This design comes from an exercise in tuning for small area and a short achievable clock period on the open sky130 flow, not from production work. In this exercise RTL edits were held to simulation tests only and were not proved equivalent to the original. Power figures rest on the tool's default switching activity, not on a simulated workload.

==> flow/design.v <==
module instr_register_pipe #(
  parameter int DEPTH = 32,
  parameter int OP_W  = 8,
  localparam int AW    = $clog2(DEPTH),
  localparam int RES_W = 2 * OP_W
) (
  input  logic                    clk,
  input  logic                    reset,
  input  logic                    load_en,
  input  logic [AW-1:0]           write_pointer,
  input  logic [2:0]              opcode,
  input  logic [OP_W-1:0]         operand_a,
  input  logic [OP_W-1:0]         operand_b,
  input  logic                    clear_en,
  input  logic                    rd_en,
  input  logic [AW-1:0]           read_pointer,
  output logic                    rd_valid,
  output logic                    rd_hit,
  output logic [2:0]              rd_opcode,
  output logic [OP_W-1:0]         rd_operand_a,
  output logic [OP_W-1:0]         rd_operand_b,
  output logic [RES_W-1:0]        rd_result,
  output logic                    rd_div0,
  output logic [AW:0]             entry_count,
  output logic                    full
);
  logic [OP_W-1:0] in_mag_a, in_mag_b;
  logic [OP_W+1:0] in_mag_b3;
  logic [1:0]      in_q0;
  logic [1:0]      in_r0;
  logic [1:0]      in_top;
  assign in_mag_a  = operand_a[OP_W-1] ? -operand_a : operand_a;
  assign in_mag_b  = operand_b[OP_W-1] ? -operand_b : operand_b;
  assign in_mag_b3 = {2'b00, in_mag_b} + {1'b0, in_mag_b, 1'b0};
  logic b_is1, b_is2;
  assign b_is1  = (operand_b == 8'h01) || (operand_b == 8'hFF);
  assign b_is2  = (operand_b == 8'h02) || (operand_b == 8'hFE);
  assign in_top = (operand_a == 8'h80) ? 2'd2 :
                  ((operand_a[7:6] == 2'b01) || (operand_a[7:6] == 2'b10) || (operand_a == 8'hC0)) ? 2'd1 : 2'd0;
  assign in_q0  = b_is1 ? in_top : (b_is2 && in_top[1]) ? 2'd1 : 2'd0;
  assign in_r0  = (b_is1 || (b_is2 && in_top[1])) ? 2'd0 : in_top;
  logic            s1_valid;
  logic [AW-1:0]   s1_ptr;
  logic [2:0]      s1_opcode;
  logic [OP_W-1:0] s1_a;
  logic [OP_W-1:0] s1_b;
  logic [OP_W-3:0] s1_mag_a;    
  logic [OP_W-1:0] s1_mag_b;
  logic [OP_W+1:0] s1_mag_b3;
  logic [1:0]      s1_q0;
  logic [1:0]      s1_r0;
  always_ff @(posedge clk) begin
    if (reset) s1_valid <= 1'b0;
    else       s1_valid <= load_en;
    s1_ptr    <= write_pointer;
    s1_opcode <= opcode;
    s1_a      <= operand_a;
    s1_b      <= operand_b;
    s1_mag_a  <= in_mag_a[OP_W-3:0];
    s1_mag_b  <= in_mag_b;
    s1_mag_b3 <= in_mag_b3;
    s1_q0     <= in_q0;
    s1_r0     <= in_r0;
  end
  logic signed [RES_W-1:0] a_ext, b_ext;
  assign a_ext = {{(RES_W-OP_W){s1_a[OP_W-1]}}, s1_a};
  assign b_ext = {{(RES_W-OP_W){s1_b[OP_W-1]}}, s1_b};
  function automatic logic [OP_W:0] r4_step(input logic [OP_W:0] r, input logic [OP_W-1:0] mb,
                                            input logic [OP_W+1:0] mb3);
    logic [OP_W+2:0] t1, t2, t3;
    t1 = {2'b00, r} - {3'b000, mb};
    t2 = {2'b00, r} - {2'b00, mb, 1'b0};
    t3 = {2'b00, r} - {1'b0, mb3};
    if (!t3[OP_W+2])      r4_step = {2'd3, t3[OP_W-2:0]};
    else if (!t2[OP_W+2]) r4_step = {2'd2, t2[OP_W-2:0]};
    else if (!t1[OP_W+2]) r4_step = {2'd1, t1[OP_W-2:0]};
    else                  r4_step = {2'd0, r[OP_W-2:0]};
  endfunction
  logic [OP_W:0]   st1, st2;
  logic [OP_W+2:0] last_r;      
  assign st1    = r4_step({5'd0, s1_r0, s1_mag_a[5:4]}, s1_mag_b, s1_mag_b3);
  assign st2    = r4_step({st1[OP_W-2:0], s1_mag_a[3:2]}, s1_mag_b, s1_mag_b3);
  assign last_r = {2'b00, st2[OP_W-2:0], s1_mag_a[1:0]};
  logic [OP_W+2:0] lt1, lt2, lt3, ln0, ln1, ln2, ln3;
  assign lt1 = last_r - {3'b000, s1_mag_b};
  assign lt2 = last_r - {2'b00, s1_mag_b, 1'b0};
  assign lt3 = last_r - {1'b0, s1_mag_b3};
  assign ln0 = -last_r;
  assign ln1 = {3'b000, s1_mag_b} - last_r;
  assign ln2 = {2'b00, s1_mag_b, 1'b0} - last_r;
  assign ln3 = {1'b0, s1_mag_b3} - last_r;
  logic [OP_W-1:0] mod_lo;      
  assign mod_lo = !lt3[OP_W+2] ? (s1_a[OP_W-1] ? ln3[OP_W-1:0] : lt3[OP_W-1:0]) :
                  !lt2[OP_W+2] ? (s1_a[OP_W-1] ? ln2[OP_W-1:0] : lt2[OP_W-1:0]) :
                  !lt1[OP_W+2] ? (s1_a[OP_W-1] ? ln1[OP_W-1:0] : lt1[OP_W-1:0]) :
                                 (s1_a[OP_W-1] ? ln0[OP_W-1:0] : last_r[OP_W-1:0]);
  logic [OP_W-1:0] uq;
  logic [1:0]      q_last;
  assign q_last = !lt3[OP_W+2] ? 2'd3 : !lt2[OP_W+2] ? 2'd2 : !lt1[OP_W+2] ? 2'd1 : 2'd0;
  assign uq     = {s1_q0, st1[OP_W:OP_W-1], st2[OP_W:OP_W-1], q_last};
  logic [RES_W-1:0] div_res, mod_res;
  assign div_res = (s1_a[OP_W-1] ^ s1_b[OP_W-1]) ? -{{(RES_W-OP_W){1'b0}}, uq} : {{(RES_W-OP_W){1'b0}}, uq};
  assign mod_res = {{(RES_W-OP_W){mod_lo[OP_W-1]}}, mod_lo};
  logic b_zero;
  assign b_zero = (s1_b == '0);
  localparam logic [RES_W-1:0] DIV0_CODE = {1'b1, {(RES_W-1){1'b0}}};
  logic [RES_W-1:0] alu_res;
  always_comb begin
    alu_res  = '0;
    case (s1_opcode)
      3'd0: alu_res = '0;
      3'd1: alu_res = a_ext;
      3'd2: alu_res = b_ext;
      3'd3: alu_res = a_ext + b_ext;
      3'd4: alu_res = a_ext - b_ext;
      3'd5: alu_res = a_ext * b_ext;
      3'd6:    alu_res = b_zero ? DIV0_CODE : div_res;
      default: alu_res = b_zero ? DIV0_CODE : mod_res;
    endcase
  end
  logic [2:0]       mem_opcode [DEPTH];
  logic [OP_W-1:0]  mem_a      [DEPTH];
  logic [OP_W-1:0]  mem_b      [DEPTH];
  logic [RES_W-1:0] mem_result [DEPTH];
  logic [DEPTH-1:0] valid_q;
  logic [AW:0]      count_q;
  for (genvar e = 0; e < DEPTH; e++) begin : g_mem
    always_ff @(posedge clk) begin
      if (s1_valid && s1_ptr == AW'(e)) begin
        mem_opcode[e] <= s1_opcode;
        mem_a[e]      <= s1_a;
        mem_b[e]      <= s1_b;
        mem_result[e] <= alu_res;
      end
    end
  end
  always_ff @(posedge clk) begin
    if (reset || clear_en) begin
      valid_q <= '0;
      count_q <= '0;
    end else if (s1_valid) begin
      valid_q[s1_ptr] <= 1'b1;
      if (!valid_q[s1_ptr]) count_q <= count_q + (AW+1)'(1);
    end
  end
  logic [DEPTH-1:0] rsel;
  logic             rd_take, rd_hold;
  assign rd_take = rd_en && !reset;
  assign rd_hold = !rd_en && !reset;
  for (genvar e = 0; e < DEPTH; e++) begin : g_rsel
    assign rsel[e] = rd_take && valid_q[e] && (read_pointer == AW'(e));
  end
  logic             rd_hit_d;
  logic [2:0]       rd_opcode_d;
  logic [OP_W-1:0]  rd_a_d, rd_b_d;
  logic [RES_W-1:0] rd_result_d;
  logic             rd_div0_d;
  always_comb begin
    rd_hit_d    = rd_hold & rd_hit;
    rd_opcode_d = {3{rd_hold}} & rd_opcode;
    rd_a_d      = {OP_W{rd_hold}} & rd_operand_a;
    rd_b_d      = {OP_W{rd_hold}} & rd_operand_b;
    rd_result_d = {RES_W{rd_hold}} & rd_result;
    rd_div0_d   = rd_hold & rd_div0;
    for (int e = 0; e < DEPTH; e++) begin
      rd_hit_d    = rd_hit_d    | rsel[e];
      rd_opcode_d = rd_opcode_d | ({3{rsel[e]}} & mem_opcode[e]);
      rd_a_d      = rd_a_d      | ({OP_W{rsel[e]}} & mem_a[e]);
      rd_b_d      = rd_b_d      | ({OP_W{rsel[e]}} & mem_b[e]);
      rd_result_d = rd_result_d | ({RES_W{rsel[e]}} &
                                   {mem_result[e][RES_W-1] & mem_result[e][RES_W-2], mem_result[e][RES_W-2:0]});
      rd_div0_d   = rd_div0_d   | (rsel[e] & mem_result[e][RES_W-1] & !mem_result[e][RES_W-2]);
    end
  end
  always_ff @(posedge clk) begin
    rd_valid     <= rd_take;
    rd_hit       <= rd_hit_d;
    rd_opcode    <= rd_opcode_d;
    rd_operand_a <= rd_a_d;
    rd_operand_b <= rd_b_d;
    rd_result    <= rd_result_d;
    rd_div0      <= rd_div0_d;
  end
  assign entry_count = count_q;
  assign full        = count_q[AW];
endmodule
export LEC_CHECK = 0
export CAP_MARGIN = 20
export CORE_MARGIN = 2
export CORE_UTILIZATION = 65
export PLACE_DENSITY = 0.75
export SLEW_MARGIN = 20
create_clock -name core_clock -period 30.0 [get_ports {clk}]
standard.sh (not shown) runs the stock make flow with config.mk's settings and CLKGATE_MAP_FILE= SYNTH_SCRIPT=/design/flow/synth_recipe.tcl, a recipe that flattens the netlist after the stock synthesis.
==> flow/flow/run.sh <==
#!/bin/bash
# Standard layout, with timing repair aimed at a setup slack of SETUP_MARGIN ns
# so the achieved period is pushed below the constraint's period. The repair
# may pick any cell of the same function (not only the same footprint), and
# the port buffers are buf_4.
set -euo pipefail
SETUP_MARGIN=${SETUP_MARGIN:-22}
bash standard.sh SETUP_SLACK_MARGIN=$SETUP_MARGIN MATCH_CELL_FOOTPRINT=0 \
  "BUFFER_PORTS_ARGS=-buffer_cell sky130_fd_sc_hd__buf_4" finish > standard.log 2>&1
Next try:
==> flow/flow/run.sh (replaced) <==
#!/bin/bash
# Standard layout, with timing repair aimed at a setup slack of SETUP_MARGIN ns
# so the achieved period is pushed below the constraint's period. The repair
# may pick any cell of the same function (not only the same footprint), the
# port buffers are buf_4, and early gate sizing sizes drivers for their loads.
set -euo pipefail
SETUP_MARGIN=${SETUP_MARGIN:-22}
bash standard.sh SETUP_SLACK_MARGIN=$SETUP_MARGIN MATCH_CELL_FOOTPRINT=0 EARLY_SIZING_CAP_RATIO=6 \
  "BUFFER_PORTS_ARGS=-buffer_cell sky130_fd_sc_hd__buf_4" finish > standard.log 2>&1
CTS_BUF_LIST = sky130_fd_sc_hd__clkbuf_4   (was default)
CTS_CLUSTER_DIAMETER = 40   (was default)
CTS_CLUSTER_SIZE = 10   (was default)
Outcome: Cell count came out higher by 1.1%; critical path depth came out higher by 1; power came out lower by 12%; wire length came out lower by 2.2%; hold slack gets better by 0.040 ns; setup slack gets better by 0.16 ns; global-route usage came out lower by 0.22 points; sequential share of layout area came out higher by 2.2 points; core utilization came out lower by 2.5 points; synthesized cell count stays the same; final area came out lower by 3.4%.
Next try:
==> flow/flow/run.sh (replaced) <==
#!/bin/bash
# Standard layout, with timing repair aimed at a setup slack of SETUP_MARGIN ns
# so the achieved period is pushed below the constraint's period. The repair
# may pick any cell of the same function (not only the same footprint), and
# the port buffers are buf_4.
set -euo pipefail
SETUP_MARGIN=${SETUP_MARGIN:-22.5}
bash standard.sh SETUP_SLACK_MARGIN=$SETUP_MARGIN MATCH_CELL_FOOTPRINT=0 \
  "BUFFER_PORTS_ARGS=-buffer_cell sky130_fd_sc_hd__buf_4" finish > standard.log 2>&1
TNS_END_PERCENT = 1   (was default)
The new run went through all stages and came out clean.
Clock power rose by a little under a tenth.
Critical path depth came out lower by 9.
Global-route usage went up by 0.34 points.
Via count drops slightly.
Clock skew goes up by 0.011 ns.
Combinational power came out higher slightly.
Total power came out higher by a few percent.
Next try:
==> flow/flow/run.sh (replaced) <==
#!/bin/bash
# Standard layout, with timing repair aimed at a setup slack of SETUP_MARGIN ns
# so the achieved period is pushed below the constraint's period.
set -euo pipefail
SETUP_MARGIN=${SETUP_MARGIN:-21.5}
bash standard.sh SETUP_SLACK_MARGIN=$SETUP_MARGIN finish > standard.log 2>&1
CTS_BUF_LIST = default   (was sky130_fd_sc_hd__clkbuf_4)
CTS_CLUSTER_DIAMETER = default   (was 40)
CTS_CLUSTER_SIZE = default   (was 10)
TNS_END_PERCENT = default   (was 1)
Synthesized cell count is unchanged.
Setup slack is worse by 0.78 ns.
Worst hold slack gains 0.0059 ns.
Clock power is higher by about 40%.
Final area came out higher by 1.8%.
Wire length is about the same.
First-iteration DRC count went up by 4.4%.
Global-route usage drops by 0.17 points.
Power went up by about 9%.
Non-clock buffer count went down by 35.
Utilization climbs by 1.3 points.
Next try:
==> flow/flow/run.sh (replaced) <==
#!/bin/bash
# Standard layout, with timing repair aimed at a setup slack of SETUP_MARGIN ns
# so the achieved period is pushed below the constraint's period. The repair
# may pick any cell of the same function (not only the same footprint), and
# the port buffers are buf_4.
set -euo pipefail
SETUP_MARGIN=${SETUP_MARGIN:-22}
bash standard.sh SETUP_SLACK_MARGIN=$SETUP_MARGIN MATCH_CELL_FOOTPRINT=0 \
  "BUFFER_PORTS_ARGS=-buffer_cell sky130_fd_sc_hd__buf_4" finish > standard.log 2>&1
CTS_BUF_LIST = sky130_fd_sc_hd__clkbuf_4   (was default)
CTS_CLUSTER_DIAMETER = 40   (was default)
CTS_CLUSTER_SIZE = 10   (was default)
Result:
- via count goes up by 0.36%
- die area is unchanged
- core utilization goes down by 2.2 points

// instr_register_pipe: RTL as listed in full above, without the edits since
export LEC_CHECK = 0
export CAP_MARGIN = 20
export CORE_MARGIN = 2
export CORE_UTILIZATION = 65
export CTS_BUF_LIST = sky130_fd_sc_hd__clkbuf_8
export CTS_CLUSTER_SIZE = 30
export PLACE_DENSITY = 0.75
export SLEW_MARGIN = 20
create_clock -name core_clock -period 30.0 [get_ports {clk}]
==> flow/flow/run.sh <==
#!/bin/bash
# Standard layout, with timing repair aimed at a setup slack of SETUP_MARGIN ns
# so the achieved period is pushed below the constraint's period. The repair
# may pick any cell of the same function (not only the same footprint), and
# the port buffers are buf_4.
set -euo pipefail
SETUP_MARGIN=${SETUP_MARGIN:-22}
bash standard.sh SETUP_SLACK_MARGIN=$SETUP_MARGIN MATCH_CELL_FOOTPRINT=0 \
  "BUFFER_PORTS_ARGS=-buffer_cell sky130_fd_sc_hd__buf_4" finish > standard.log 2>&1
Next try:
--- a/flow/flow/run.sh
+++ b/flow/flow/run.sh
@@ -6,3 +6,3 @@
 set -euo pipefail
-SETUP_MARGIN=${SETUP_MARGIN:-22}
+SETUP_MARGIN=${SETUP_MARGIN:-22.5}
 bash standard.sh SETUP_SLACK_MARGIN=$SETUP_MARGIN MATCH_CELL_FOOTPRINT=0 \
Settings changed: CTS_BUF_LIST sky130_fd_sc_hd__clkbuf_8 to sky130_fd_sc_hd__clkbuf_4, CTS_CLUSTER_DIAMETER set to 40, CTS_CLUSTER_SIZE 30 to 10, TNS_END_PERCENT set to 5.
Effect:
- The new run completed with no timing, DRC or antenna violations
- critical path depth is lower by 9
- sequential power barely changes
- sequential share of layout area is higher by 0.88 points
- synthesized cell count stays the same
- clock-buffer cell count is higher by 32
- first-iteration DRC count is lower slightly
- cell area is lower slightly
- total power is lower by a few percent
- clock power is lower by about a fifth
- area after synthesis stays the same
- via count is lower slightly
Next try:
==> flow/run.sh (new file) <==
#!/bin/bash
# synth_recipe.tcl (not shown) runs the flow's synth.tcl, then flattens the netlist and writes it again
# the make line also repeats each setting of config.mk as NAME=value (left out here)
make -C /OpenROAD-flow-scripts/flow DESIGN_CONFIG=/design/flow/config.mk WORK_HOME=/design/flow/orfs CLKGATE_MAP_FILE= SYNTH_SCRIPT=/design/flow/synth_recipe.tcl finish
Settings changed: CTS_BUF_LIST sky130_fd_sc_hd__clkbuf_4 to unset, CTS_CLUSTER_DIAMETER 40 to unset, CTS_CLUSTER_SIZE 10 to unset, TNS_END_PERCENT 5 to unset.
removed: flow/flow/run.sh
removed: flow/standard.sh
Effect: The changed run passed the timing, DRC and antenna checks. Cell count decreases by a few percent. Die area stays the same. Sequential share of layout area decreases by 0.94 points. Clock-buffer cell count decreases by 58.
Next try:
==> flow/flow/run.sh (new file) <==
#!/bin/bash
# Standard layout, with timing repair aimed at a setup slack of SETUP_MARGIN ns
# so the achieved period is pushed below the constraint's period. The repair
# may pick any cell of the same function (not only the same footprint), and
# the port buffers are buf_4.
set -euo pipefail
SETUP_MARGIN=${SETUP_MARGIN:-22.5}
bash standard.sh SETUP_SLACK_MARGIN=$SETUP_MARGIN MATCH_CELL_FOOTPRINT=0 \
  "BUFFER_PORTS_ARGS=-buffer_cell sky130_fd_sc_hd__buf_4" finish > standard.log 2>&1
==> flow/standard.sh (new file) <==
#!/bin/bash
# synth_recipe.tcl (not shown) runs the flow's synth.tcl, then flattens the netlist and writes it again
# the make line also repeats each setting of config.mk as NAME=value (left out here)
make -C /OpenROAD-flow-scripts/flow DESIGN_CONFIG=/design/flow/config.mk WORK_HOME=/design/flow/orfs CLKGATE_MAP_FILE= SYNTH_SCRIPT=/design/flow/synth_recipe.tcl "${@:-finish}"
Settings changed: CTS_BUF_LIST set to sky130_fd_sc_hd__clkbuf_4, CTS_CLUSTER_DIAMETER set to 40, CTS_CLUSTER_SIZE set to 10.
removed: flow/run.sh
The changed run passed the timing, DRC and antenna checks. Fmax came out higher by a quarter to a third. Area after synthesis is unchanged. Sequential power stays flat. Clock power falls by well over a third. Count of clock-buffer cells in the layout rises by 46.

==> what the ideal ports hide <==
Ports are ideal in the flow. The routed layouts listed here were re-timed in OpenROAD. Step 1 assumes that a clkbuf_16 drives the clock port and a buf_2 every other input. Step 2 times the ports against the registers' clock, not the clock port: input delays grow and output delays shrink by t, the midpoint of the rising clock arrivals with the driver on. Three values: ideal, step 1, step 2; two values: the first two.
run | shift t [ns] | setup slack, ns | pins driven straight from the clock port
the first run of note 1 | 0.756 | 21.873 / 21.917 / 21.161 | 1
the second run of note 1 | 1.099 | 22.031 / 22.070 / 20.972 | 1
the third run of note 1 | 1.178 | 22.324 / 22.262 / 21.179 | 1
the fourth run of note 1 | 0.752 | 21.545 / 21.586 / 20.834 | 1
the fifth run of note 1 | 1.099 | 22.031 / 22.070 / 20.972 | 1
the first run of note 2 | 0.950 | 22.025 / 22.062 / 21.112 | 1
the second run of note 2 | 1.178 | 22.324 / 22.262 / 21.179 | 1
the third run of note 2 | 0.756 | 20.548 / 20.548 / 20.531 | 1
the fourth run of note 2 | 1.111 | 22.394 / 22.324 / 21.399 | 1
After both steps setup and hold are still met in every run listed.
